This is an optimization exercise on Yosys and OpenROAD, whose aim is small area, a short achievable clock period and few clock cycles, not a production implementation. Only simulation tests tie the RTL to the original design; equivalence was not proved. Power and IR drop assume default switching activity.

==> flow/design.v <==
`default_nettype none
package gge_pkg;
  localparam int PopSize = 8;
  localparam int StringBits = 8;
  localparam logic [31:0] LfsrTaps = 32'h80200003;
  localparam logic [31:0] SeedReset = 32'd1;
  localparam logic [15:0] XoverReset = 16'd45875;
  localparam logic [15:0] MutReset = 16'd66;
  localparam logic [1:0] REG_SEED = 2'd0;
  localparam logic [1:0] REG_XOVER = 2'd1;
  localparam logic [1:0] REG_MUT = 2'd2;
  localparam logic REQ_LOAD = 1'b0;
  localparam logic REQ_RUN = 1'b1;
  typedef struct packed {
    logic       req_type;
    logic [2:0] member_index;
    logic [7:0] member_value;
  } in_item_t;
  typedef struct packed {
    logic [2:0] member_slot;
    logic [7:0] member_bits;
    logic [3:0] member_fit;
    logic       all_ones;
    logic       last_member;
  } out_item_t;
  typedef struct packed {
    logic load;
    logic fit_sum;
    logic sel_start;
    logic div_step;
    logic sel_step;
    logic xo_roll;
    logic xo_locus;
    logic xo_write;
    logic mut_step;
  } gge_cmd_t;
  typedef struct packed {
    logic sel_found;
    logic xo_hit;
  } gge_stat_t;
  function automatic logic [31:0] lfsr_step(input logic [31:0] v);
    lfsr_step = v[0] ? ((v >> 1) ^ LfsrTaps) : (v >> 1);
  endfunction
  function automatic logic [3:0] ones8(input logic [7:0] v);
    logic [3:0] n;
    n = '0;
    for (int b = 0; b < 8; b++) n = n + {3'd0, v[b]};
    ones8 = n;
  endfunction
endpackage
`default_nettype wire
`default_nettype none
import gge_pkg::*;
module gge_ctrl #(
  parameter int POP_SIZE = gge_pkg::PopSize,
  parameter int IW = $clog2(POP_SIZE)
) (
  input  wire logic clk,
  input  wire logic rst,
  input  wire logic in_valid,
  output logic      in_ready,
  input  wire logic in_req,
  output logic      out_valid,
  input  wire logic out_ready,
  input  wire gge_pkg::gge_stat_t stat,
  output gge_pkg::gge_cmd_t cmd,
  output logic [IW-1:0] idx,
  output logic [IW-1:0] scan,
  output logic [2:0] bit_idx
);
  typedef enum logic [8:0] {
    S_IDLE = 9'b000000001, S_SUM = 9'b000000010, S_SEL = 9'b000000100,
    S_DIV = 9'b000001000, S_SCAN = 9'b000010000, S_XR = 9'b000100000,
    S_XL = 9'b001000000, S_MUT = 9'b010000000, S_EMIT = 9'b100000000
  } state_t;
  state_t state, state_next;
  logic [IW-1:0] idx_next, scan_next;
  logic [2:0] bit_next;
  logic [IW:0] idx2;
  localparam logic [IW-1:0] LAST = IW'(POP_SIZE - 1);
  localparam bit ODD = (POP_SIZE % 2) == 1;
  assign idx2 = {1'b0, idx} + (IW+1)'(2);
  always_comb begin
    state_next = state; idx_next = idx; scan_next = scan; bit_next = bit_idx;
    cmd = '0; in_ready = 1'b0; out_valid = 1'b0;
    case (state)
      S_IDLE: begin
        in_ready = 1'b1;
        if (in_valid) begin
          if (in_req == REQ_LOAD) cmd.load = 1'b1;
          else begin
            state_next = S_SUM; idx_next = '0;
          end
        end
      end
      S_SUM: begin
        cmd.fit_sum = 1'b1;
        if (idx == LAST) begin
          state_next = S_SEL; idx_next = '0;
        end else idx_next = idx + 1'b1;
      end
      S_SEL: begin
        cmd.sel_start = 1'b1; state_next = S_DIV; bit_next = '0;
      end
      S_DIV: begin
        cmd.div_step = 1'b1; bit_next = bit_idx + 1'b1;
        if (bit_idx == 3'd7) begin
          state_next = S_SCAN; scan_next = '0;
        end
      end
      S_SCAN: begin
        cmd.sel_step = 1'b1;
        if (stat.sel_found || scan == LAST) begin
          if (idx == LAST) begin
            idx_next = '0;
            state_next = (ODD && POP_SIZE == 1) ? S_MUT : S_XR;
            if (ODD && LAST == '0) state_next = S_MUT;
          end else begin
            idx_next = idx + 1'b1; state_next = S_SEL;
          end
        end else scan_next = scan + 1'b1;
      end
      S_XR: begin
        if (ODD && idx == LAST) begin
          cmd.xo_write = 1'b1; state_next = S_MUT; idx_next = '0; bit_next = '0;
        end else begin
          cmd.xo_roll = 1'b1;
          if (stat.xo_hit) state_next = S_XL;
          else begin
            cmd.xo_write = 1'b1;
            if (idx2 > {1'b0, LAST}) begin
              state_next = S_MUT; idx_next = '0; bit_next = '0;
            end else idx_next = idx + IW'(2);
          end
        end
      end
      S_XL: begin
        cmd.xo_locus = 1'b1; cmd.xo_write = 1'b1;
        if (idx2 > {1'b0, LAST}) begin
          state_next = S_MUT; idx_next = '0; bit_next = '0;
        end else begin
          idx_next = idx + IW'(2); state_next = S_XR;
        end
      end
      S_MUT: begin
        cmd.mut_step = 1'b1; bit_next = bit_idx + 1'b1;
        if (bit_idx == 3'd7) begin
          if (idx == LAST) begin
            state_next = S_EMIT; idx_next = '0;
          end else idx_next = idx + 1'b1;
        end
      end
      S_EMIT: begin
        out_valid = 1'b1;
        if (out_ready) begin
          if (idx == LAST) state_next = S_IDLE;
          else idx_next = idx + 1'b1;
        end
      end
      default: state_next = S_IDLE;
    endcase
  end
  always_ff @(posedge clk) begin
    if (rst) begin
      state <= S_IDLE; idx <= '0; scan <= '0; bit_idx <= '0;
    end else begin
      state <= state_next; idx <= idx_next; scan <= scan_next; bit_idx <= bit_next;
    end
  end
endmodule
`default_nettype wire
`default_nettype none
import gge_pkg::*;
module gge_dp #(
  parameter int POP_SIZE = gge_pkg::PopSize,
  parameter int IW = $clog2(POP_SIZE)
) (
  input  wire logic clk,
  input  wire logic rst,
  input  wire gge_pkg::gge_cmd_t cmd,
  output gge_pkg::gge_stat_t stat,
  input  wire logic [IW-1:0] idx,
  input  wire logic [IW-1:0] scan,
  input  wire logic [2:0] bit_idx,
  input  wire gge_pkg::in_item_t in_item,
  input  wire logic cfg_we,
  input  wire logic [1:0] cfg_index,
  input  wire logic [31:0] cfg_data,
  output gge_pkg::out_item_t out_item
);
  localparam int SW = $clog2(8 * POP_SIZE + 1);
  logic [7:0] pop [POP_SIZE];
  logic [3:0] fit [POP_SIZE];
  logic [IW-1:0] sel [POP_SIZE];
  logic [31:0] lfsr, seed_lfsr;
  logic [15:0] xo_thr, mut_thr;
  logic [SW-1:0] sum, acc, rmod, dvs;
  logic [31:0] nxt;
  logic [7:0] pa, pb, mask;
  logic [3:0] facc;
  logic mut_hit;
  logic [7:0] nextp [POP_SIZE];
  assign nxt = gge_pkg::lfsr_step(lfsr);
  assign seed_lfsr = (cfg_data == '0) ? 32'd1 : cfg_data;
  assign facc = fit[scan];
  assign dvs = (sum == '0) ? SW'(POP_SIZE) : sum;
  assign stat.sel_found = (sum == '0) || (rmod < acc + SW'(facc));
  assign stat.xo_hit = nxt[31:16] < xo_thr;
  assign mut_hit = nxt[31:16] < mut_thr;
  assign pa = pop[sel[idx]];
  assign pb = pop[sel[(idx == IW'(POP_SIZE - 1)) ? idx : idx + 1'b1]];
  assign mask = 8'((9'd1 << nxt[2:0]) - 9'd1);
  logic [31:0] dsrc;
  logic [SW:0] rem_w;
  always_comb begin
    rem_w = {1'b0, rmod};
    for (int k = 0; k < 4; k++) begin
      rem_w = {rem_w[SW-1:0], dsrc[31 - k]};
      if (rem_w >= {1'b0, dvs}) rem_w = rem_w - {1'b0, dvs};
    end
  end
  always_ff @(posedge clk) begin
    if (rst) begin
      lfsr <= SeedReset; xo_thr <= XoverReset; mut_thr <= MutReset;
      for (int i = 0; i < POP_SIZE; i++) begin
        pop[i] <= '0; fit[i] <= '0;
      end
    end else begin
      if (cfg_we) begin
        case (cfg_index)
          REG_SEED: lfsr <= seed_lfsr;
          REG_XOVER: xo_thr <= cfg_data[15:0];
          REG_MUT: mut_thr <= cfg_data[15:0];
          default: ;
        endcase
      end
      if (cmd.load && int'(in_item.member_index) < POP_SIZE)
        pop[IW'(in_item.member_index)] <= in_item.member_value;
      if (cmd.fit_sum) begin
        fit[idx] <= gge_pkg::ones8(pop[idx]);
        sum <= (idx == '0) ? SW'(gge_pkg::ones8(pop[idx])) : sum + SW'(gge_pkg::ones8(pop[idx]));
      end
      if (cmd.sel_start) begin
        lfsr <= nxt; acc <= '0;
        dsrc <= nxt; rmod <= '0;
      end
      if (cmd.div_step) begin
        rmod <= rem_w[SW-1:0];
        dsrc <= {dsrc[27:0], 4'd0};
      end
      if (cmd.sel_step) begin
        acc <= acc + SW'(facc);
        sel[idx] <= (sum == '0) ? IW'(rmod) : scan;
      end
      if (cmd.xo_roll) lfsr <= nxt;
      if (cmd.xo_locus) lfsr <= nxt;
      if (cmd.mut_step) begin
        lfsr <= nxt;
        if (bit_idx == '0) pop[idx] <= nextp[idx] ^ {7'd0, mut_hit};
        else if (mut_hit) pop[idx][bit_idx] <= ~pop[idx][bit_idx];
      end
    end
  end
  always_ff @(posedge clk) begin
    if (cmd.xo_write) begin
      if (cmd.xo_locus) begin
        nextp[idx] <= (pa & mask) | (pb & ~mask);
        if (idx != IW'(POP_SIZE - 1)) nextp[idx + 1'b1] <= (pb & mask) | (pa & ~mask);
      end else begin
        nextp[idx] <= pa;
        if (idx != IW'(POP_SIZE - 1)) nextp[idx + 1'b1] <= pb;
      end
    end
  end
  assign out_item.member_slot = 3'(idx);
  assign out_item.member_bits = pop[idx];
  assign out_item.member_fit = gge_pkg::ones8(pop[idx]);
  assign out_item.all_ones = pop[idx] == 8'hFF;
  assign out_item.last_member = idx == IW'(POP_SIZE - 1);
endmodule
`default_nettype wire
`default_nettype none
import gge_pkg::*;
module genetic_generation_engine_core #(
  parameter int POP_SIZE = gge_pkg::PopSize
) (
  input  wire logic clk,
  input  wire logic rst,
  input  wire logic in_valid,
  output logic      in_ready,
  input  wire logic [11:0] in_data,
  output logic      out_valid,
  input  wire logic out_ready,
  output logic [16:0] out_data,
  input  wire logic cfg_valid,
  output logic      cfg_ready,
  input  wire logic [1:0] cfg_index,
  input  wire logic [31:0] cfg_data
);
  localparam int IW = $clog2(POP_SIZE);
  gge_pkg::gge_cmd_t cmd;
  gge_pkg::gge_stat_t stat;
  gge_pkg::in_item_t in_item;
  gge_pkg::out_item_t out_item;
  logic [IW-1:0] idx, scan;
  logic [2:0] bit_idx;
  assign in_item = in_data;
  assign out_data = out_item;
  assign cfg_ready = 1'b1;
  gge_ctrl #(.POP_SIZE(POP_SIZE)) u_ctrl (
    .clk, .rst, .in_valid, .in_ready, .in_req(in_item.req_type),
    .out_valid, .out_ready, .stat, .cmd, .idx, .scan, .bit_idx
  );
  gge_dp #(.POP_SIZE(POP_SIZE)) u_dp (
    .clk, .rst, .cmd, .stat, .idx, .scan, .bit_idx, .in_item,
    .cfg_we(cfg_valid), .cfg_index, .cfg_data, .out_item
  );
endmodule
`default_nettype wire
==> flow/run.sh <==
#!/bin/bash
# synth_recipe.tcl (not shown) runs the flow's synth.tcl, then flattens the netlist and writes it again
# the make line also repeats each setting of config.mk as NAME=value (left out here)
make -C /OpenROAD-flow-scripts/flow DESIGN_CONFIG=/design/flow/config.mk WORK_HOME=/design/flow/orfs CLKGATE_MAP_FILE= SYNTH_SCRIPT=/design/flow/synth_recipe.tcl finish
==> flow/config.mk <==
export PLATFORM = sky130hd
export DESIGN_NAME = genetic_generation_engine_core
export DESIGN_NICKNAME = genetic_generation_engine_core
export VERILOG_FILES = /design/flow/design.v
export SDC_FILE = /design/flow/constraint.sdc
export NUM_CORES = 4
export LEC_CHECK = 0
export CAP_MARGIN = 20
export CORE_MARGIN = 2
export CORE_UTILIZATION = 40
export SLEW_MARGIN = 20
==> flow/constraint.sdc <==
create_clock -name core_clock -period 8.0 [get_ports {clk}]
set_input_delay 1.6000 -clock core_clock [delete_from_list [all_inputs] [get_ports {clk}]]
set_output_delay 1.6000 -clock core_clock [all_outputs]
set_load 0.01 [all_outputs]
==> flow_summary.toml <==
[run_status]
status = "complete, no violations"

[placed_design]
dp_cells = 2683
place_congestion = 0.877
dp_hpwl_um = 42200
dpl_cell_area_mm2 = 0.0219
place_ws_ns = -0.291
place.port_buffers = 69

[worst_hold_path]
whs_path_depth = 2
hold_path_class = "flip-flop to flip-flop"

[die]
initial_utilization = 0.407
die_area_mm2 = 0.0530
row_count = 82
fp.dieH_um = 230
die_w_um = 230
core_area_mm2 = 0.0504
num_io_pins = 71

[critical_path]
rrSetupSlack_ns = 0.57
start_kind = "flip-flop"
cp-end-kind = "flip-flop"
slowest_delay_ns = 0.44
critPathRequiredTime_ns = 8.28
cpMaxStageDelayCell = "edfxtp_1"
worstSetupPathType = "flip-flop to flip-flop"
path_max_fanout = 11
arrival_ns = 7.71
rr_worst_depth = 33

[cts]
cts_tree = "done"
numClockSinks = 325
htree_num_levels = 2
clk_pin_slew_worst_paths_ns = 0.06
insertion_delay_ns = 0.57
cts_inserted_buffers = 38
max-clock-path-buffers = 3
cts-hold-fix-buffers = 0
root_buffer = "clkbuf_16"

[synthesis]
ys_seq_elements = 325
yosysWarnings = 2
ys_dominant_reg_cell = "edfxtp_1"
synth_cells = 2010
synth-edff-count = 237
avgSynthCellArea_um2 = 10.2
syn-num-nets = 2165
async_flop_share = 0
synth_cell_type_count = 85
ys_seq_area_frac = 0.433
syn-cell-area_mm2 = 0.0205

[power_and_ir_drop]
p_leak_nw = 8.85
total_power_mw = 5.78
p_per_area_mw_per_mm2 = 248
peakVddDrop_mv = 0.140

[global_routing]
grt_max_degree = 93
grt_pass1_vias = 15800
grt.total_usage = 0.223
grt-ovfl-total = 0
grt_pass1_wl_um = 92000
antenna_found_initial = 0

[timing]
relSlewSlack = 0.261
fmax_mhz = 135
worst_slack_ns = 0.566
fin_tns_setup_ns = 0
setup_violations = 0
skew_ns = 0.0259
finalCriticalPeriod_ns = 7.43
min_period_over_period = 0.929
maxSlewViolCount = 0
worst_pin_slew_ns = 1.11
worst_hold_slack_ns = 0.456
hold_viol_final = 0

[flow_run]
maxCapViolCount = 0

[finish]
drive_gt1_frac = 0.127
final_cell_mix = "nor2_1 (254), edfxtp_1 (237), nand2_1 (236)"
final_util = 0.462
nNetsFinal = 2213
multi_input_area_mm2 = 0.0109
nFillCells = 4658
area_growth_pct = 13.7
layoutNonFillerInstCount = 2760
final_common_cell = "nor2_1"
final-seq-area_mm2 = 0.00888
n_antenna_cell = 0
fin_area_mm2 = 0.0233

[drt]
finalWirelength_um = 59500
wl_per_cell_um = 21.6
num_vias = 16000
drc = 0
drtIter0Drc = 1379
antenna_left = 0
first_pass_iters = 5
avgViaCountPerCell = 5.80
## metal layers
| layer | share of wire | global-route usage | wire [µm] |
|---|---|---|---|
| met4 | 0.026 | 0.0710 | 1570 |
| met2 | 0.47 | 0.366 | 28000 |
| met1 | 0.44 | 0.306 | 26000 |
| met5 | 0 | 0 | 0 |
| met3 | 0.066 | 0.0306 | 3920 |
## cell families (layout without fill, tap and decap cells)
logic type	after synthesis	count (layout)	share of synthesized area
other	1	1	0.000183
adder cells (fa/ha/maj)	104	104	0.0672
AO/OA/AOI/OAI	432	432	0.142
buffers and inverters	201	278	0.0446
AND/OR/NAND/NOR	696	697	0.155
flip-flops	325	325	0.433
XOR/XNOR	27	27	0.0115
multiplexers	224	224	0.146
## critical path, delay by kind of cell, from the launching register on
kind                       cells  cell delay [ns]
muxes                          3             0.98
buffers and inverters          5             0.54
DFF                            1             0.44
and+or+nand+nor                7             1.21
adders and majority gates      5             1.63
AOI/OAI and AO/OA             13             2.35
## worst paths after layout
check | endpoint | from
worst max-delay path | u_dp.rmod[3]$_SDFFCE_PN0P_ | u_dp.sum[0]$_DFFE_PP_
worst min-delay path | u_dp.mut_thr[10]$_SDFFE_PP0P_ | u_dp.mut_thr[10]$_SDFFE_PP0P_
worst min register to register | u_dp.mut_thr[10]$_SDFFE_PP0P_ | u_dp.mut_thr[10]$_SDFFE_PP0P_
worst max register to register | u_dp.rmod[3]$_SDFFCE_PN0P_ | u_dp.sum[0]$_DFFE_PP_
## repair_timing
action / in CTS / in global routing
gates resized for setup: 6 / 21
pin swaps: 2 / 8
endpoints found under the hold margin: 0 / 0
endpoints found under the setup margin: 7 / 7
buffers inserted: 2 / 4
cloned: 0 / 1
## synth_stat cells (13+ instances only)
| cell type | instances | share of area |
|---|---|---|
| edfxtp_1 | 237 | 0.35 |
| nand2_1 | 237 | 0.043 |
| nor2_1 | 255 | 0.047 |
| a221oi_1 | 32 | 0.014 |
| nand3_1 | 23 | 0.0056 |
| buf_2 | 22 | 0.0054 |
| xnor2_1 | 17 | 0.0073 |
| o21a_1 | 13 | 0.0048 |
| mux2i_1 | 128 | 0.063 |
| dfxtp_1 | 88 | 0.086 |
| nor2b_1 | 41 | 0.013 |
| a21o_1 | 25 | 0.0092 |
| mux4_2 | 50 | 0.055 |
| a211o_1 | 15 | 0.0064 |
| inv_1 | 80 | 0.015 |
| o21ai_0 | 43 | 0.011 |
| nand2b_1 | 15 | 0.0046 |
| a21oi_1 | 98 | 0.024 |
| nor3_1 | 24 | 0.0059 |
| o21bai_1 | 76 | 0.028 |
| clkbuf_1 | 70 | 0.013 |
| mux2_2 | 38 | 0.021 |
| o21ai_1 | 25 | 0.0061 |
| nand4_1 | 24 | 0.0073 |
| nor4_1 | 15 | 0.0046 |
| a211oi_1 | 40 | 0.015 |
| ha_1 | 94 | 0.057 |
## registers in the layout, indices dropped and copies added, names as in the netlist, named ones only
| register | count |
|---|---|
| u_dp.dsrc | 32 |
| u_dp.lfsr | 32 |
| u_dp.acc | 7 |
| u_dp.rmod | 7 |
| u_dp.sum | 7 |
| u_dp.nextp | 64 |
| u_dp.pop | 64 |
| u_ctrl.bit_idx | 3 |
| u_ctrl.idx | 3 |
| u_ctrl.scan | 3 |
| u_dp.xo_thr | 16 |
| u_dp.fit | 32 |
| u_dp.mut_thr | 16 |
| u_ctrl.state | 9 |
| u_dp.sel | 24 |
## area by class of cell
type                    count  area share
clock buffers              55      0.0468
clock inverters            15     0.00758
inverters                  81      0.0131
multi-input cells        1485       0.467
flip-flops and latches    325       0.381
well taps                 672      0.0361
repair buffers            127      0.0484
## where the power goes
part           internal, mW  total (mW)  switching, mW
clock                  1.05        1.79          0.736
combinational         0.846        2.01           1.17
sequential             1.91        1.99         0.0722
Testbench counts, summed over its fixed seeds: cycles 37,450.

-- port drivers added, routing unchanged --
How much do the figures lean on ideal ports? The routed layout below was timed once more, with nothing changed but the port constraints.
Step 1, drivers: a clkbuf_16 drives clk and a buf_2 each remaining input, both assumed.
Step 2 moves the port delays by t, midway between the first and last clock arrival at a register: inputs arrive t later, outputs are due t later. That takes back most of the time a late clock gives input paths.
Three values: ideal ports, drivers, drivers and shift; two values: the first two.
shift t [ns]: 0.611
slack for setup (ns): 0.566 / 0.566 / 0.566
hold WS [ns]: 0.456 / 0.456 / 0.456
worst slew at a driven data input, ns: 0.07
cell pins on the clock port's net: 1
After both steps this run still meets setup and hold. For this run, drivers alone change the setup slack by 0.000 ns; drivers and shift together by 0.000 ns.
